This is an optimization exercise on Yosys and OpenROAD, whose aim is small area, a short achievable clock period and few clock cycles per item, not a production implementation.
Only the layout flow was run in this run; the RTL was not checked for function there.
Power figures rest on the tool's default switching activity, not on a simulated workload.

File: flow/design.v
`default_nettype none
package bls_pkg;
    localparam int CFG_IDX_W  = 3;
    localparam int CFG_DATA_W = 16;
    localparam int DIM_W      = 13;
    localparam int COLOR_W    = 16;
    typedef logic [CFG_IDX_W-1:0] t_cfg_idx;
    localparam t_cfg_idx CFG_IMAGE_WIDTH  = 3'd0;
    localparam t_cfg_idx CFG_IMAGE_HEIGHT = 3'd1;
    localparam t_cfg_idx CFG_DRAW_RED     = 3'd2;
    localparam t_cfg_idx CFG_DRAW_GREEN   = 3'd3;
    localparam t_cfg_idx CFG_DRAW_BLUE    = 3'd4;
    localparam logic [DIM_W-1:0]   RST_IMAGE_WIDTH  = 13'd4096;
    localparam logic [DIM_W-1:0]   RST_IMAGE_HEIGHT = 13'd4096;
    localparam logic [COLOR_W-1:0] RST_DRAW_RED     = 16'd250;
    localparam logic [COLOR_W-1:0] RST_DRAW_GREEN   = 16'd40;
    localparam logic [COLOR_W-1:0] RST_DRAW_BLUE    = 16'd40;
    localparam logic REQ_START = 1'b0;
    localparam logic REQ_STEP  = 1'b1;
endpackage
`default_nettype wire
`default_nettype none
module bls_skid #(
    parameter int WIDTH = 75
) (
    input  wire logic             i_clk,
    input  wire logic             i_rst_n,
    input  wire logic             i_valid,
    output logic                  o_ready,
    input  wire logic [WIDTH-1:0] i_data,
    output logic                  o_valid,
    input  wire logic             i_ready,
    output logic [WIDTH-1:0]      o_data
);
    logic             r_out_valid;
    logic [WIDTH-1:0] r_out_data;
    logic             r_skid_valid;
    logic [WIDTH-1:0] r_skid_data;
    logic             in_fire;
    logic             out_fire;
    assign o_ready  = !r_skid_valid;
    assign o_valid  = r_out_valid;
    assign o_data   = r_out_data;
    assign in_fire  = i_valid && !r_skid_valid;
    assign out_fire = r_out_valid && i_ready;
    always_ff @(posedge i_clk) begin
        if (!i_rst_n) begin
            r_out_valid  <= 1'b0;
            r_skid_valid <= 1'b0;
        end else begin
            if (!r_out_valid || out_fire) begin
                if (r_skid_valid) begin
                    r_out_valid  <= 1'b1;
                    r_skid_valid <= 1'b0;
                end else begin
                    r_out_valid <= in_fire;
                end
            end else if (in_fire) begin
                r_skid_valid <= 1'b1;
            end
        end
    end
    always_ff @(posedge i_clk) begin
        if (!r_out_valid || out_fire) begin
            if (r_skid_valid) begin
                r_out_data <= r_skid_data;
            end else if (in_fire) begin
                r_out_data <= i_data;
            end
        end else if (in_fire) begin
            r_skid_data <= i_data;
        end
    end
endmodule
`default_nettype wire
`default_nettype none
module bresenham_line_stepper_top #(
    parameter int COORD_BITS = 12
) (
    input  wire logic                               i_clk,
    input  wire logic                               i_rst_n,
    input  wire logic                               i_req_valid,
    output logic                                    o_req_ready,
    input  wire logic                               i_req_type,
    input  wire logic [COORD_BITS-1:0]              i_req_x_start,
    input  wire logic [COORD_BITS-1:0]              i_req_y_start,
    input  wire logic [COORD_BITS-1:0]              i_req_x_end,
    input  wire logic [COORD_BITS-1:0]              i_req_y_end,
    output logic                                    o_pix_valid,
    input  wire logic                               i_pix_ready,
    output logic                                    o_pix_pixel_valid,
    output logic [COORD_BITS-1:0]                   o_pix_pixel_x,
    output logic [COORD_BITS-1:0]                   o_pix_pixel_y,
    output logic                                    o_pix_in_image,
    output logic                                    o_pix_last_pixel,
    output logic [bls_pkg::COLOR_W-1:0]             o_pix_pixel_red,
    output logic [bls_pkg::COLOR_W-1:0]             o_pix_pixel_green,
    output logic [bls_pkg::COLOR_W-1:0]             o_pix_pixel_blue,
    input  wire logic                               i_cfg_we,
    input  wire logic [bls_pkg::CFG_IDX_W-1:0]      i_cfg_idx,
    input  wire logic [bls_pkg::CFG_DATA_W-1:0]     i_cfg_data
);
    localparam int C = COORD_BITS;
    function automatic logic [13:0] add13(input logic [12:0] a, input logic [12:0] b,
                                          input logic cin);
        logic [13:0] r;
        logic        c;
        c = cin;
        for (int i = 0; i < 13; i++) begin
            r[i] = a[i] ^ b[i] ^ c;
            c    = (a[i] & b[i]) | (c & (a[i] ^ b[i]));
        end
        r[13] = c;
        add13 = r;
    endfunction
    function automatic logic [11:0] incdec12(input logic [11:0] a, input logic inc,
                                             input logic dec);
        logic [11:0] r;
        logic        ci, cd;
        ci = inc;
        cd = dec;
        for (int i = 0; i < 12; i++) begin
            r[i] = a[i] ^ (ci | cd);
            ci   = ci & a[i];
            cd   = cd & ~a[i];
        end
        incdec12 = r;
    endfunction
    function automatic logic lt13(input logic [12:0] a, input logic [12:0] b);
        logic lt;
        lt = 1'b0;
        for (int i = 0; i < 13; i++) begin
            lt = (~a[i] & b[i]) | (~(a[i] ^ b[i]) & lt);
        end
        lt13 = lt;
    endfunction
    logic [bls_pkg::DIM_W-1:0]   r_width;
    logic [bls_pkg::DIM_W-1:0]   r_height;
    logic [bls_pkg::COLOR_W-1:0] r_red;
    logic [bls_pkg::COLOR_W-1:0] r_green;
    logic [bls_pkg::COLOR_W-1:0] r_blue;
    always_ff @(posedge i_clk) begin
        if (!i_rst_n) begin
            r_width  <= bls_pkg::RST_IMAGE_WIDTH;
            r_height <= bls_pkg::RST_IMAGE_HEIGHT;
            r_red    <= bls_pkg::RST_DRAW_RED;
            r_green  <= bls_pkg::RST_DRAW_GREEN;
            r_blue   <= bls_pkg::RST_DRAW_BLUE;
        end else if (i_cfg_we) begin
            case (i_cfg_idx)
                bls_pkg::CFG_IMAGE_WIDTH:  r_width  <= i_cfg_data[bls_pkg::DIM_W-1:0];
                bls_pkg::CFG_IMAGE_HEIGHT: r_height <= i_cfg_data[bls_pkg::DIM_W-1:0];
                bls_pkg::CFG_DRAW_RED:     r_red    <= i_cfg_data;
                bls_pkg::CFG_DRAW_GREEN:   r_green  <= i_cfg_data;
                bls_pkg::CFG_DRAW_BLUE:    r_blue   <= i_cfg_data;
                default: ;
            endcase
        end
    end
    logic                r_ov;
    logic                r_pv;
    logic                r_steep;
    logic                r_down;
    logic [C-1:0]        r_x, r_y;
    logic [C-1:0]        r_n;
    logic [C-1:0]        r_db;
    logic [C-1:0]        r_mc;
    logic signed [C:0]   r_f;
    logic ready, fire, is_start, last, active;
    assign last     = (r_n == '0);
    assign active   = r_pv && !last;
    assign ready    = !r_ov || i_pix_ready;
    assign fire     = i_req_valid && ready;
    assign is_start = (i_req_type == bls_pkg::REQ_START);
    logic [C:0]   ex, ey;
    logic         sx, sy;
    logic [C-1:0] adx, ady;
    logic [C:0]   diff;
    logic         s_steep, s_swap;
    logic [C-1:0] s_x, s_y, s_da, s_db, s_mc;
    logic [C:0]   s_f;
    logic [13:0] t_ex, t_ey, t_nx, t_ny, t_diff, t_sf;
    always_comb begin
        t_ex    = add13({1'b0, i_req_x_end}, ~{1'b0, i_req_x_start}, 1'b1);
        t_ey    = add13({1'b0, i_req_y_end}, ~{1'b0, i_req_y_start}, 1'b1);
        t_nx    = add13({1'b0, i_req_x_start}, ~{1'b0, i_req_x_end}, 1'b1);
        t_ny    = add13({1'b0, i_req_y_start}, ~{1'b0, i_req_y_end}, 1'b1);
        ex      = t_ex[C:0];
        ey      = t_ey[C:0];
        sx      = ex[C];
        sy      = ey[C];
        adx     = sx ? t_nx[C-1:0] : ex[C-1:0];
        ady     = sy ? t_ny[C-1:0] : ey[C-1:0];
        t_diff  = add13({1'b0, ady}, ~{1'b0, adx}, 1'b1);
        diff    = t_diff[C:0];
        s_steep = !diff[C];
        s_swap  = s_steep ? sy : sx;
        s_x     = s_swap ? i_req_x_end : i_req_x_start;
        s_y     = s_swap ? i_req_y_end : i_req_y_start;
        s_da    = s_steep ? ady : adx;
        s_db    = s_steep ? adx : ady;
        s_mc    = diff[C-1:0] ^ {C{diff[C]}};
        t_sf    = add13({1'b0, s_db}, ~{2'b00, s_da[C-1:1]}, 1'b0);
        s_f     = t_sf[C:0];
    end
    logic         cond;
    logic         x_inc, x_dec, y_inc, y_dec;
    logic [C:0]   t_f;
    logic [13:0]  t_fs;
    always_comb begin
        cond  = !r_f[C];
        x_inc = !r_steep || (cond && !r_down);
        x_dec = r_steep && cond && r_down;
        y_inc = r_steep || (cond && !r_down);
        y_dec = !r_steep && cond && r_down;
        t_fs  = add13(r_f, cond ? {1'b1, ~r_mc} : {1'b0, r_db}, cond && r_steep);
        t_f   = t_fs[C:0];
    end
    always_ff @(posedge i_clk) begin
        if (!i_rst_n) begin
            r_ov <= 1'b0;
            r_pv <= 1'b0;
        end else begin
            if (fire) begin
                r_ov <= 1'b1;
                r_pv <= is_start || active;
            end else if (i_pix_ready) begin
                r_ov <= 1'b0;
            end
        end
    end
    always_ff @(posedge i_clk) begin
        if (fire) begin
            if (is_start) begin
                r_steep <= s_steep;
                r_down  <= sx ^ sy;
                r_x     <= s_x;
                r_y     <= s_y;
                r_n     <= s_da;
                r_db    <= s_db;
                r_mc    <= s_mc;
                r_f     <= s_f;
            end else if (active) begin
                r_x <= incdec12(r_x, x_inc, x_dec);
                r_y <= incdec12(r_y, y_inc, y_dec);
                r_n <= incdec12(r_n, 1'b0, 1'b1);
                r_f <= t_f;
            end
        end
    end
    logic in_x, in_y;
    assign in_x = lt13({1'b0, r_x}, r_width);
    assign in_y = lt13({1'b0, r_y}, r_height);
    assign o_req_ready       = ready;
    assign o_pix_valid       = r_ov;
    assign o_pix_pixel_valid = r_pv;
    assign o_pix_pixel_x     = r_pv ? r_x : '0;
    assign o_pix_pixel_y     = r_pv ? r_y : '0;
    assign o_pix_in_image    = r_pv && in_x && in_y;
    assign o_pix_last_pixel  = r_pv && last;
    assign o_pix_pixel_red   = r_pv ? r_red   : '0;
    assign o_pix_pixel_green = r_pv ? r_green : '0;
    assign o_pix_pixel_blue  = r_pv ? r_blue  : '0;
endmodule
`default_nettype wire
File: flow/run.sh
#!/bin/bash
# synth_recipe.tcl (not shown) runs the flow's synth.tcl, then flattens the netlist and writes it again
# the make line also repeats each setting of config.mk as NAME=value (left out here)
make -C /OpenROAD-flow-scripts/flow DESIGN_CONFIG=/design/flow/config.mk WORK_HOME=/design/flow/orfs CLKGATE_MAP_FILE= SYNTH_SCRIPT=/design/flow/synth_recipe.tcl finish
File: flow/config.mk
export PLATFORM = sky130hd
export DESIGN_NAME = bresenham_line_stepper_top
export DESIGN_NICKNAME = bresenham_line_stepper_top
export VERILOG_FILES = /design/flow/design.v
export SDC_FILE = /design/flow/constraint.sdc
export NUM_CORES = 4
export LEC_CHECK = 0
export CAP_MARGIN = 20
export CORE_MARGIN = 2
export CORE_UTILIZATION = 40
export SLEW_MARGIN = 20
File: flow/constraint.sdc
create_clock -name core_clock -period 20.0 [get_ports {i_clk}]
set_input_delay 4.0000 -clock core_clock [delete_from_list [all_inputs] [get_ports {i_clk}]]
set_output_delay 4.0000 -clock core_clock [all_outputs]
set_load 0.01 [all_outputs]
==> flow_metrics.py <==
metrics = {
    "timing": {
        "worst_slew_pin_slew_ns": 0.9029,
        "setup_viol": 0,
        "post-route-period-util_pct": 90.32,
        "finalSetupTns_ns": 0,
        "finalHoldViolations": 0,
        "relSlewSlack_pct": 39.80,
        "period_needed_ns": 18.06,
        "clock_skew_ns": 0.005586,
        "worst_hold_slack_ns": 0.4542,
        "drv_slew": 0,
        "post-route-worst-setup-slack_ns": 1.937,
        "fmax_mhz": 55.36,
        "rsz0062_at_grt": "no",
    },
    "critical_path": {
        "end_kind": "flip-flop",
        "critPathMaxStageDelay_ns": 0.51,
        "cp_slowest_cell": "clkdlybuf4s50_1",
        "path_max_fanout": 13,
        "cp.required_ns": 20.19,
        "path_common_cell": "fa_1",
        "startpoint_type": "input port",
        "cp_data_arrival_time_ns": 18.25,
        "crit_type": "in2reg",
    },
    "detailed_routing": {
        "antenna_left": 0,
        "num_vias": 8464,
        "drt-total-wl_um": 29740,
        "firstDrtPassIters": 5,
        "drtIter0Drc": 635,
        "drc": 0,
        "wire_per_inst_um": 18.38,
        "viasPerCell": 5.231,
    },
    "pwr": {
        "intPower_mw": 0.7757,
        "p_seq_share_pct": 33.6,
        "switching_share_pct": 37.33,
        "combPwrFrac_pct": 39.4,
        "p_clk_share_pct": 27.0,
        "p_total_mw": 1.238,
        "p_sw_mw": 0.4620,
        "power_leakage_nw": 5.271,
        "pwr_density_cell_nw_per_um2": 95.90,
        "ir_drop_mv": 0.05895,
    },
    "synth": {
        "synth_area_leaders": "edfxtp_1, dfxtp_1, fa_1, nand2_1, ha_1",
        "synth_edf_count": 75,
        "yosys_warnings": 1,
        "synth_xor_area_share_pct": 1.745,
        "synth_area_leader_cell": "edfxtp_1",
        "synthSimpleGateAreaFrac_pct": 19.76,
        "syn_nets": 1344,
        "synth_top_family_by_area": "simple AND/OR/NAND/NOR gates",
        "syn_avg_cell_area_um2": 9.140,
        "synth_cell_type_count": 60,
        "postSynthCellCount": 1153,
        "synth_compound_area_share_pct": 9.712,
        "synthAdderAreaFrac_pct": 19.35,
        "synth.top_cell.area_share_pct": 21.37,
        "synth-seq-cells": 151,
        "syn-cell-area_um2": 10540,
        "ys.flop_type": "dfxtp_1",
        "synth.area.mux_share_pct": 6.150,
        "synthArstFlopShare_pct": 0,
        "synth-seq-area-share_pct": 35.81,
    },
    "cts": {
        "clk_pin_slew_ns": 0.08,
        "cts_resized": 0,
        "root_buffer": "clkbuf_16",
        "cts_sinks": 151,
        "cts_buffers": 17,
        "clock_latency_ns": 0.43,
        "clockBufferDepth": 2,
        "cts_tree": "built",
        "holdBufCountCts": 0,
        "cts_setup_buffers": 0,
        "ctsHtreeMaxLevel": 4,
    },
    "global_routing": {
        "track_usage_pct": 21.52,
        "met3_usage_pct": 4.266,
        "first_global_vias": 8457,
        "grt_pass1_wl_um": 46550,
        "use_met1_pct": 29.14,
        "grtUsageMet2_pct": 36.01,
        "grt.busiest_layer": "met2",
        "grt_antenna_before_repair": 0,
        "grt_overflow": 0,
        "grt_max_degree": 65,
    },
    "floorplanning": {
        "start_util_pct": 40.56,
        "dieArea_um2": 27660,
        "die_width_um": 166.3,
        "die_h_um": 166.3,
        "io_pins": 150,
        "row_count": 59,
        "coreArea_um2": 25980,
    },
    "cells_and_area": {
        "drive_gt1_share_pct": 5.378,
        "fin_nets": 1461,
        "multi_input_area_um2": 5987,
        "n_antenna_cell": 0,
        "fillers": 2471,
        "regArea_um2": 3774,
        "final_area_um2": 12910,
        "area_growth_pct": 22.46,
    },
    "placement": {
        "hpwl_um": 22120,
        "gp_congestion": 0.8184,
        "place_area_um2": 12280,
        "port_buffers": 149,
        "dpl_worst_slack_ns": 1.462,
    },
    "run_status": {
        "status": "finished clean",
    },
    "run": {
        "max_cap_violations": 0,
    },
    "worst_hold_path": {
        "min_path_type": "reg2reg",
    },
}
-- kinds of logic after synthesis --
kind of cell / Yosys count
compound gates: 172
xor+xnor: 21
fa+ha+maj: 118
buf+inv: 202
flops: 151
mux: 62
simple gates: 427
-- per-layer routing --
layer  vias to the layer above  routed length [um]
li1                       4104                   -
met1                      4133               13360
met2                       201               14580
met3                        26                1447
met4                         0                 358
met5                         -                   0
-- metrics by stage --
stage / util [%] / cells
global route: 49.67 / 1618
finish: 49.67 / 1618
detailed placement: 47.27 / 1586
global placement: 47.27 / 1586
CTS: 49.66 / 1618
floorplan: - / 1153
-- worst max-delay path, delay by kind of cell --
kind | cells | cell delay, ns
muxes | 3 | 0.93
adders and majority gates | 35 | 12.08
buffers and inverters | 10 | 1.21
-- flip-flops by register name, summed over array words and instances (netlist names), 12 cells and up --
| name | count |
|---|---|
| r_y | 12 |
| r_db | 12 |
| r_mc | 12 |
| r_width | 13 |
| r_f | 13 |
| r_height | 13 |
| r_green | 16 |
| r_x | 12 |
| r_n | 12 |
| r_blue | 16 |
| r_red | 16 |
-- power groups by stage --
stage / sequential [mW] / clock [mW] / combinational, mW
after global routing: 0.420 / 0.352 / 0.549
after CTS: 0.416 / 0.339 / 0.495
after global placement: 0.421 / 0 / 0.482
after detailed placement: 0.422 / 0 / 0.489
final: 0.416 / 0.334 / 0.488
after floorplan: 0.414 / 0 / 0.337
-- Yosys cell counts, drive strengths merged (2+ instances only) --
cell	count
a2111oi	3
ha	43
or4	3
mux2i	50
mux2	12
or3	6
a31o	4
nor2b	3
a21o	10
buf	19
o21ai	16
nor2	71
nand3	33
inv	138
and3	5
xnor2	10
nand4	19
clkbuf	45
o21a	4
or2	2
o31ai	3
o211ai	5
edfxtp	75
and4	10
dfxtp	76
and3b	6
nand2	172
o22ai	2
a21oi	99
nand4b	2
xor2	11
nand3b	2
and2	56
a211oi	18
nand2b	2
nor3	15
fa	75
nor3b	4
nor4	12
-- cells in the final DEF (no fill, tap or decap), types with 5 or more instances in the layout --
| master | n |
|---|---|
| and2_1 | 56 |
| fa_1 | 75 |
| buf_4 | 13 |
| xnor2_1 | 10 |
| clkbuf_16 | 17 |
| dfxtp_1 | 76 |
| xor2_1 | 11 |
| or3_1 | 6 |
| nand3_1 | 33 |
| edfxtp_1 | 75 |
| mux2_2 | 12 |
| o21ai_0 | 12 |
| a21oi_1 | 99 |
| inv_1 | 135 |
| nor4_1 | 11 |
| a211oi_1 | 17 |
| a21o_1 | 10 |
| and3b_1 | 6 |
| nand4_1 | 19 |
| and3_1 | 5 |
| nand2_1 | 172 |
| o211ai_1 | 5 |
| clkdlybuf4s50_1 | 148 |
| ha_1 | 43 |
| clkinv_8 | 5 |
| nor3_1 | 15 |
| and4_1 | 10 |
| mux2i_1 | 49 |
| nor2_1 | 69 |
-- path summary, 6_finish.rpt --
check / from / endpoint / slack, ns / cells after the start
max: i_req_y_start[0] / r_f[12] / 1.94 / 48
min: r_green[4] / r_green[4] / 0.45 / 2
max reg2reg: r_f[12] / r_f[12] / 13.86 / 16
min reg2reg: r_green[4] / r_green[4] / 0.45 / 2
-- layout make-up --
type | instances | area share [%]
Multi-Input combinational cell | 800 | 46.39
Sequential cell | 151 | 29.24
Timing Repair Buffer | 162 | 12.27
Inverter | 138 | 4.023
Clock buffer | 17 | 3.296
Tap cell | 335 | 3.248
Clock inverter | 15 | 1.532

separate check: timing with driven ports:
The flow's constraints put no driver on any port. The routed layout listed below was extracted and timed again, unchanged, in two steps. Step 1, drivers: a clkbuf_16 drives i_clk and a buf_2 each remaining input, both assumed. Step 2 adds t to the input delays and takes it off the output delays; t is the mean of the earliest and latest rising clock arrival at the registers after step 1. Input paths then give back, and output paths get back, about the clock's delay inside the block. Slacks: ideal ports / drivers / drivers and shift; pairs: ideal ports / drivers.
t, ns: 0.478
setup slack, ns: 1.937 / 1.959 / 1.481
hold slack, ns: 0.454 / 0.454 / 0.454
worst setup path at the end: input to register
latest minus earliest clock arrival (ns): 0.017 / 0.017
After both steps setup and hold are still met in this run. For this run, drivers alone change the setup slack by +0.022 ns; drivers and shift together by -0.456 ns.
